Background: an optimization exercise with open tools, aiming at small area and few clock cycles. Do not read the settings as production practice. Where RTL was checked, it was by simulation tests only, not by an equivalence proof against the original. Power and IR drop assume default switching activity.

==> inputs of yarrow <==
## vlc_device_association_fsm
module vlc_device_association_fsm (
    input  wire logic         i_clk,
    input  wire logic         i_rst_n,
    input  wire logic         i_in_valid,
    output wire logic         i_in_ready,
    input  wire logic [178:0] i_in_data,
    output wire logic         o_out_valid,
    input  wire logic         o_out_ready,
    output wire logic [174:0] o_out_data,
    input  wire logic         i_cfg_we,
    input  wire logic [1:0]   i_cfg_idx,
    input  wire logic [23:0]  i_cfg_data
);
clock: 6.0 ns
lec_check: 0
cap_margin: 0
core_margin: 2
core_utilization: 40
slew_margin: 0
standard.sh (not shown) runs the stock make flow with config.mk's settings and CLKGATE_MAP_FILE= SYNTH_SCRIPT=/design/flow/synth_recipe.tcl, a recipe that flattens the netlist after the stock synthesis.
==> flow/flow/run.sh <==
#!/bin/bash
# The standard layout with three changes:
#  - synthesis maps the logic with an area-recovering ABC script
#    (flow/abc_map.script in place of ORFS's abc_speed.script; everything
#    else in synthesis, registers included, is the standard synthesis);
#  - plain buf_1 cells as the port buffers;
#  - a clock tree of clkbuf_4 cells (clkbuf_8 root) without dummy loads.
set -euo pipefail
export BUFFER_PORTS_ARGS="-buffer_cell sky130_fd_sc_hd__buf_1"
export CTS_ARGS="-sink_clustering_enable -repair_clock_nets -dont_use_dummy_load -buf_list sky130_fd_sc_hd__clkbuf_4 -root_buf sky130_fd_sc_hd__clkbuf_8 -sink_clustering_size 10 -sink_clustering_max_diameter 50"
rm -rf scripts_abc
cp -r "$FLOW_HOME/scripts" scripts_abc
cp flow/abc_map.script scripts_abc/abc_speed.script
SCRIPTS_DIR="$PWD/scripts_abc" bash standard.sh synth > synth.log 2>&1
bash standard.sh > standard.log 2>&1
==> flow/flow/abc_map.script <==
&get -n
&st
&dch
&nf -a -R 1000
&st
&dch
&nf -a -R 1000
&st
&dch
&nf -a -R 1000
&st
&dch
&nf -a -R 1000
&put
topo
stime -c
dnsize -c
==> pepper (differences from yarrow) <==
--- a/flow/design.v
+++ b/flow/design.v
@@ -100,30 +100,29 @@
     wire        w_ackp    = i_in_data[83];
     wire        w_listed  = i_in_data[82];
     wire [1:0]  w_rs      = i_in_data[81:80];
     wire [15:0] w_rsa     = i_in_data[79:64];
     wire [63:0] w_rce     = i_in_data[63:0];
     localparam logic [3:0] PH_IDLE      = 4'd0;
-    localparam logic [3:0] PH_TX_REQ    = 4'd2;
-    localparam logic [3:0] PH_BEACON    = 4'd3;
-    localparam logic [3:0] PH_POLL      = 4'd1;
-    localparam logic [3:0] PH_TX_DATA   = 4'd6;
-    localparam logic [3:0] PH_RX_GRANT  = 4'd7;
-    localparam logic [3:0] PH_RESP      = 4'd5;
-    localparam logic [3:0] PH_ACK_GRANT = 4'd4;
-    localparam logic [3:0] PH_TX_ACK    = 4'd12;
+    localparam logic [3:0] PH_TX_REQ    = 4'd1;
+    localparam logic [3:0] PH_BEACON    = 4'd2;
+    localparam logic [3:0] PH_POLL      = 4'd3;
+    localparam logic [3:0] PH_TX_DATA   = 4'd4;
+    localparam logic [3:0] PH_RX_GRANT  = 4'd5;
+    localparam logic [3:0] PH_RESP      = 4'd6;
+    localparam logic [3:0] PH_ACK_GRANT = 4'd7;
+    localparam logic [3:0] PH_TX_ACK    = 4'd8;
     logic [3:0]  r_phase;
     logic [7:0]  r_channel;    
     logic [15:0] r_net_id;     
     logic [63:0] r_coord;      
     logic [23:0] r_share;
     wire  [23:0] r_remain = r_share;
     wire  [15:0] r_given  = r_share[15:0];
     wire         r_denied = r_share[16];
     logic [63:0] r_ext;        
-    logic        r_ext_ok;
     logic        r_track;
     logic [23:0] r_bwait;
     logic [23:0] r_pwait;
     wire w_acc = i_in_valid & o_out_ready;
     assign i_in_ready  = o_out_ready;
     assign o_out_valid = i_in_valid;
@@ -194,14 +193,13 @@
     end
     wire w_fin_ok = fin & (fin_st == 3'd0);
     wire w_ext_upd = i_in_valid & p_resp & (w_cmd == 3'd4) & w_resp_ok;
     wire [7:0]  d_channel = p_idle ? w_channel : r_channel;
     wire [15:0] d_net_id  = p_idle ? w_net_id  : r_net_id;
     wire [63:0] d_coord   = p_idle ? w_coord   : r_coord;
-    wire        w_ext_hold = ~w_ext_upd & r_ext_ok;
-    wire [63:0] d_ext     = ({64{w_ext_upd}} & w_rce) | ({64{w_ext_hold}} & r_ext);
+    wire [63:0] d_ext     = w_ext_upd ? w_rce : r_ext;
     assign o_out_data = {n_action,
                          fill ? d_coord   : 64'd0,
                          fill ? d_net_id  : 16'd0,
                          fill ? d_channel : 8'd0,
                          fin ? fin_st : 3'd0,
                          w_fin_ok ? r_given : 16'hffff,
@@ -210,39 +208,37 @@
     always_ff @(posedge i_clk) begin
         r_channel <= d_channel;
         r_net_id  <= d_net_id;
         r_coord   <= d_coord;
     end
     always_ff @(posedge i_clk) begin
-        r_ext_ok <= i_rst_n;
-        r_ext    <= d_ext;
+        if (!i_rst_n) r_ext <= 64'd0;
+        else          r_ext <= d_ext;
     end
     always_ff @(posedge i_clk) begin
         if (!i_rst_n) begin
             r_phase <= PH_IDLE;
         end else if (w_acc) begin
             r_phase <= n_phase;
         end
     end
-    wire        s_bw  = p_txreq & r_track;
-    wire        s_pw  = p_txreq & ~r_track;
-    wire        s_dec = ~p_txreq & ~p_resp;
-    wire        w_share_en = p_txreq | p_resp | (w_acc && w_cmd == 3'd5 && (p_bcn || p_poll));
-    wire [23:0] w_dec = r_share - 24'd1;
-    wire [23:0] d_share = ({24{s_bw}} & r_bwait) | ({24{s_pw}} & r_pwait)
-                        | ({24{s_dec}} & w_dec)
-                        | {7'd0, {17{p_resp}} & {~w_resp_ok, w_rsa}};
-    always_ff @(posedge i_clk) begin
-        if (w_share_en) r_share <= d_share;
-    end
-    wire        w_cfg_rst = ~i_rst_n;
-    wire [23:0] w_cfg_d   = i_cfg_data & {24{i_rst_n}};
-    wire        w_we_trk  = w_cfg_rst | (i_cfg_we && i_cfg_idx == 2'd0);
-    wire        w_we_bw   = w_cfg_rst | (i_cfg_we && i_cfg_idx == 2'd1);
-    wire        w_we_pw   = w_cfg_rst | (i_cfg_we && i_cfg_idx == 2'd2);
-    always_ff @(posedge i_clk) begin
-        if (w_we_trk) r_track <= w_cfg_d[0];
-        if (w_we_bw)  r_bwait <= w_cfg_d | (w_cfg_rst ? 24'd32 : 24'd0);
-        if (w_we_pw)  r_pwait <= w_cfg_d | (w_cfg_rst ? 24'd30720 : 24'd0);
+    always_ff @(posedge i_clk) begin
+        if (p_txreq) r_share <= r_track ? r_bwait : r_pwait;
+        else if (p_resp) r_share[16:0] <= {~w_resp_ok, w_rsa};
+        else if (w_acc && w_cmd == 3'd5 && (p_bcn || p_poll)) r_share <= r_share - 24'd1;
+    end
+    always_ff @(posedge i_clk) begin
+        if (!i_rst_n) begin
+            r_track <= 1'b0;
+            r_bwait <= 24'd32;
+            r_pwait <= 24'd30720;
+        end else if (i_cfg_we) begin
+            case (i_cfg_idx)
+                2'd0: r_track <= i_cfg_data[0];
+                2'd1: r_bwait <= i_cfg_data;
+                2'd2: r_pwait <= i_cfg_data;
+                default: ;
+            endcase
+        end
     end
 endmodule
 `default_nettype wire
==> flow/flow/run.sh (replaced) <==
#!/bin/bash
set -euo pipefail
export BUFFER_PORTS_ARGS="-buffer_cell sky130_fd_sc_hd__buf_1"
export CTS_ARGS="-sink_clustering_enable -repair_clock_nets -dont_use_dummy_load -buf_list sky130_fd_sc_hd__clkbuf_16 -root_buf sky130_fd_sc_hd__clkbuf_16 -sink_clustering_size 30 -sink_clustering_max_diameter 100"
bash standard.sh > standard.log 2>&1
CAP_MARGIN = 20   (was 0)
SLEW_MARGIN = 20   (was 0)
removed: flow/flow/abc_map.script
==> violet (differences from yarrow) <==
--- a/flow/design.v
+++ b/flow/design.v
@@ -100,30 +100,28 @@
     wire        w_ackp    = i_in_data[83];
     wire        w_listed  = i_in_data[82];
     wire [1:0]  w_rs      = i_in_data[81:80];
     wire [15:0] w_rsa     = i_in_data[79:64];
     wire [63:0] w_rce     = i_in_data[63:0];
     localparam logic [3:0] PH_IDLE      = 4'd0;
-    localparam logic [3:0] PH_TX_REQ    = 4'd2;
-    localparam logic [3:0] PH_BEACON    = 4'd3;
-    localparam logic [3:0] PH_POLL      = 4'd1;
-    localparam logic [3:0] PH_TX_DATA   = 4'd6;
-    localparam logic [3:0] PH_RX_GRANT  = 4'd7;
-    localparam logic [3:0] PH_RESP      = 4'd5;
-    localparam logic [3:0] PH_ACK_GRANT = 4'd4;
-    localparam logic [3:0] PH_TX_ACK    = 4'd12;
+    localparam logic [3:0] PH_TX_REQ    = 4'd1;
+    localparam logic [3:0] PH_BEACON    = 4'd2;
+    localparam logic [3:0] PH_POLL      = 4'd3;
+    localparam logic [3:0] PH_TX_DATA   = 4'd4;
+    localparam logic [3:0] PH_RX_GRANT  = 4'd5;
+    localparam logic [3:0] PH_RESP      = 4'd6;
+    localparam logic [3:0] PH_ACK_GRANT = 4'd7;
+    localparam logic [3:0] PH_TX_ACK    = 4'd8;
     logic [3:0]  r_phase;
     logic [7:0]  r_channel;    
     logic [15:0] r_net_id;     
     logic [63:0] r_coord;      
-    logic [23:0] r_share;
-    wire  [23:0] r_remain = r_share;
-    wire  [15:0] r_given  = r_share[15:0];
-    wire         r_denied = r_share[16];
+    logic [23:0] r_remain;     
+    logic [15:0] r_given;      
+    logic        r_denied;     
     logic [63:0] r_ext;        
-    logic        r_ext_ok;
     logic        r_track;
     logic [23:0] r_bwait;
     logic [23:0] r_pwait;
     wire w_acc = i_in_valid & o_out_ready;
     assign i_in_ready  = o_out_ready;
     assign o_out_valid = i_in_valid;
@@ -194,55 +192,55 @@
     end
     wire w_fin_ok = fin & (fin_st == 3'd0);
     wire w_ext_upd = i_in_valid & p_resp & (w_cmd == 3'd4) & w_resp_ok;
     wire [7:0]  d_channel = p_idle ? w_channel : r_channel;
     wire [15:0] d_net_id  = p_idle ? w_net_id  : r_net_id;
     wire [63:0] d_coord   = p_idle ? w_coord   : r_coord;
-    wire        w_ext_hold = ~w_ext_upd & r_ext_ok;
-    wire [63:0] d_ext     = ({64{w_ext_upd}} & w_rce) | ({64{w_ext_hold}} & r_ext);
+    wire [63:0] d_ext     = w_ext_upd ? w_rce : r_ext;
     assign o_out_data = {n_action,
                          fill ? d_coord   : 64'd0,
                          fill ? d_net_id  : 16'd0,
                          fill ? d_channel : 8'd0,
                          fin ? fin_st : 3'd0,
                          w_fin_ok ? r_given : 16'hffff,
                          d_ext,
                          (n_phase != PH_IDLE)};
     always_ff @(posedge i_clk) begin
         r_channel <= d_channel;
         r_net_id  <= d_net_id;
         r_coord   <= d_coord;
-    end
-    always_ff @(posedge i_clk) begin
-        r_ext_ok <= i_rst_n;
-        r_ext    <= d_ext;
+        if (p_resp) begin
+            r_given  <= w_rsa;
+            r_denied <= ~w_resp_ok;
+        end
+    end
+    always_ff @(posedge i_clk) begin
+        if (!i_rst_n) r_ext <= 64'd0;
+        else          r_ext <= d_ext;
     end
     always_ff @(posedge i_clk) begin
         if (!i_rst_n) begin
             r_phase <= PH_IDLE;
         end else if (w_acc) begin
             r_phase <= n_phase;
         end
     end
-    wire        s_bw  = p_txreq & r_track;
-    wire        s_pw  = p_txreq & ~r_track;
-    wire        s_dec = ~p_txreq & ~p_resp;
-    wire        w_share_en = p_txreq | p_resp | (w_acc && w_cmd == 3'd5 && (p_bcn || p_poll));
-    wire [23:0] w_dec = r_share - 24'd1;
-    wire [23:0] d_share = ({24{s_bw}} & r_bwait) | ({24{s_pw}} & r_pwait)
-                        | ({24{s_dec}} & w_dec)
-                        | {7'd0, {17{p_resp}} & {~w_resp_ok, w_rsa}};
-    always_ff @(posedge i_clk) begin
-        if (w_share_en) r_share <= d_share;
-    end
-    wire        w_cfg_rst = ~i_rst_n;
-    wire [23:0] w_cfg_d   = i_cfg_data & {24{i_rst_n}};
-    wire        w_we_trk  = w_cfg_rst | (i_cfg_we && i_cfg_idx == 2'd0);
-    wire        w_we_bw   = w_cfg_rst | (i_cfg_we && i_cfg_idx == 2'd1);
-    wire        w_we_pw   = w_cfg_rst | (i_cfg_we && i_cfg_idx == 2'd2);
-    always_ff @(posedge i_clk) begin
-        if (w_we_trk) r_track <= w_cfg_d[0];
-        if (w_we_bw)  r_bwait <= w_cfg_d | (w_cfg_rst ? 24'd32 : 24'd0);
-        if (w_we_pw)  r_pwait <= w_cfg_d | (w_cfg_rst ? 24'd30720 : 24'd0);
+    always_ff @(posedge i_clk) begin
+        if (p_txreq) r_remain <= r_track ? r_bwait : r_pwait;
+        else if (w_acc && w_cmd == 3'd5) r_remain <= r_remain - 24'd1;
+    end
+    always_ff @(posedge i_clk) begin
+        if (!i_rst_n) begin
+            r_track <= 1'b0;
+            r_bwait <= 24'd32;
+            r_pwait <= 24'd30720;
+        end else if (i_cfg_we) begin
+            case (i_cfg_idx)
+                2'd0: r_track <= i_cfg_data[0];
+                2'd1: r_bwait <= i_cfg_data;
+                2'd2: r_pwait <= i_cfg_data;
+                default: ;
+            endcase
+        end
     end
 endmodule
 `default_nettype wire
==> flow/flow/run.sh (replaced) <==
#!/bin/bash
set -euo pipefail
export BUFFER_PORTS_ARGS="-buffer_cell sky130_fd_sc_hd__buf_1"
bash standard.sh > standard.log 2>&1
CAP_MARGIN = 20   (was 0)
CTS_BUF_LIST = sky130_fd_sc_hd__clkbuf_4   (was unset)
CTS_CLUSTER_SIZE = 30   (was unset)
SLEW_MARGIN = 20   (was 0)
removed: flow/flow/abc_map.script
==> comparison <==
The highest core utilization belongs to yarrow, the lowest to pepper.
The lowest first-iteration DRC count belongs to violet, the highest to yarrow.
The lowest power belongs to pepper, the highest to violet.
Die area, lowest first: yarrow, pepper, violet.
Register-to-register slack, lowest first: violet, pepper, yarrow.
The lowest sequential power belongs to pepper, the highest to yarrow.
Against yarrow, the cell area of violet is larger by about 22%.
==> figures <==
| metric | pepper | yarrow | violet |
|---|---|---|---|
| Reg2Reg Capture Point | r_ext[57] | r_share[21] | r_ext[21] |
| Internal power | 0.00211 W | 0.00218 W | 0.00277 W |
| Post-Synth Simple-Gate Area | 0.160 | 0.259 | 0.213 |
| Critical Path Stages | 8 | 10 | 8 |
| Critical path class | in -> out | reg -> out | reg -> out |
| Result of the run | timing/DRC/antenna clean | timing/DRC/antenna clean | timing/DRC/antenna clean |
| Antenna Cells | 1 | 0 | 2 |
| Share of synthesized area spent on multiplexers | 0.180 | 0 | 0.173 |
| Startpoint of the most critical setup path | i_in_data[178] | r_share[5] | r_phase[1] |
| Power drawn by the clock network | 0.000807 W | 0.000736 W | 0.00155 W |
| Post-layout util | 0.480 | 0.507 | 0.503 |
| Count of non-filler cells in the finished layout | 1694 | 1612 | 1828 |
| Final design instance area without fill | 12500 µm² | 11000 µm² | 13400 µm² |
| Count of cells along the worst register-to-register path | 6 | 8 | 8 |
| Netlist area before placement | 10500 µm² | 8850 µm² | 10800 µm² |
| Vertical die dimension | 166 µm | 153 µm | 169 µm |
Testbench counts of yarrow, summed over its fixed seeds: cycles 28,281.
Testbench counts of violet, summed over its fixed seeds: cycles 28,281.
No functional check of the RTL was part of pepper.

-- re-timing with driven ports --
In the flow no input, the clock included, has a driving cell. The finished layouts below were timed again as built, in two steps.
Step 1: set_driving_cell puts a clkbuf_16 on i_clk and a buf_2 on each other input, an assumption about the parent block.
Step 2 also shifts input and output timing later by t, the mid clock arrival at the registers, as if the neighbouring blocks saw the same clock.
a / b / c = ideal / step 1 / step 2; a / b = the first two.
| run | t, ns | setup slack, ns | worst register clock-pin slew, ns | pins driven straight from the clock port |
|---|---|---|---|---|
| yarrow | 0.569 | 0.867 / 0.825 / 1.003 | 0.11 / 0.11 | 1 |
| pepper | 0.510 | 0.618 / 0.534 / 0.534 | 0.12 / 0.12 | 1 |
| violet | 0.671 | 0.643 / 0.599 / 0.720 | 0.07 / 0.07 | 1 |
After both steps every run listed still meets setup and hold. For pepper, which loses most, drivers alone change the setup slack by -0.084 ns; drivers and shift together by -0.084 ns.
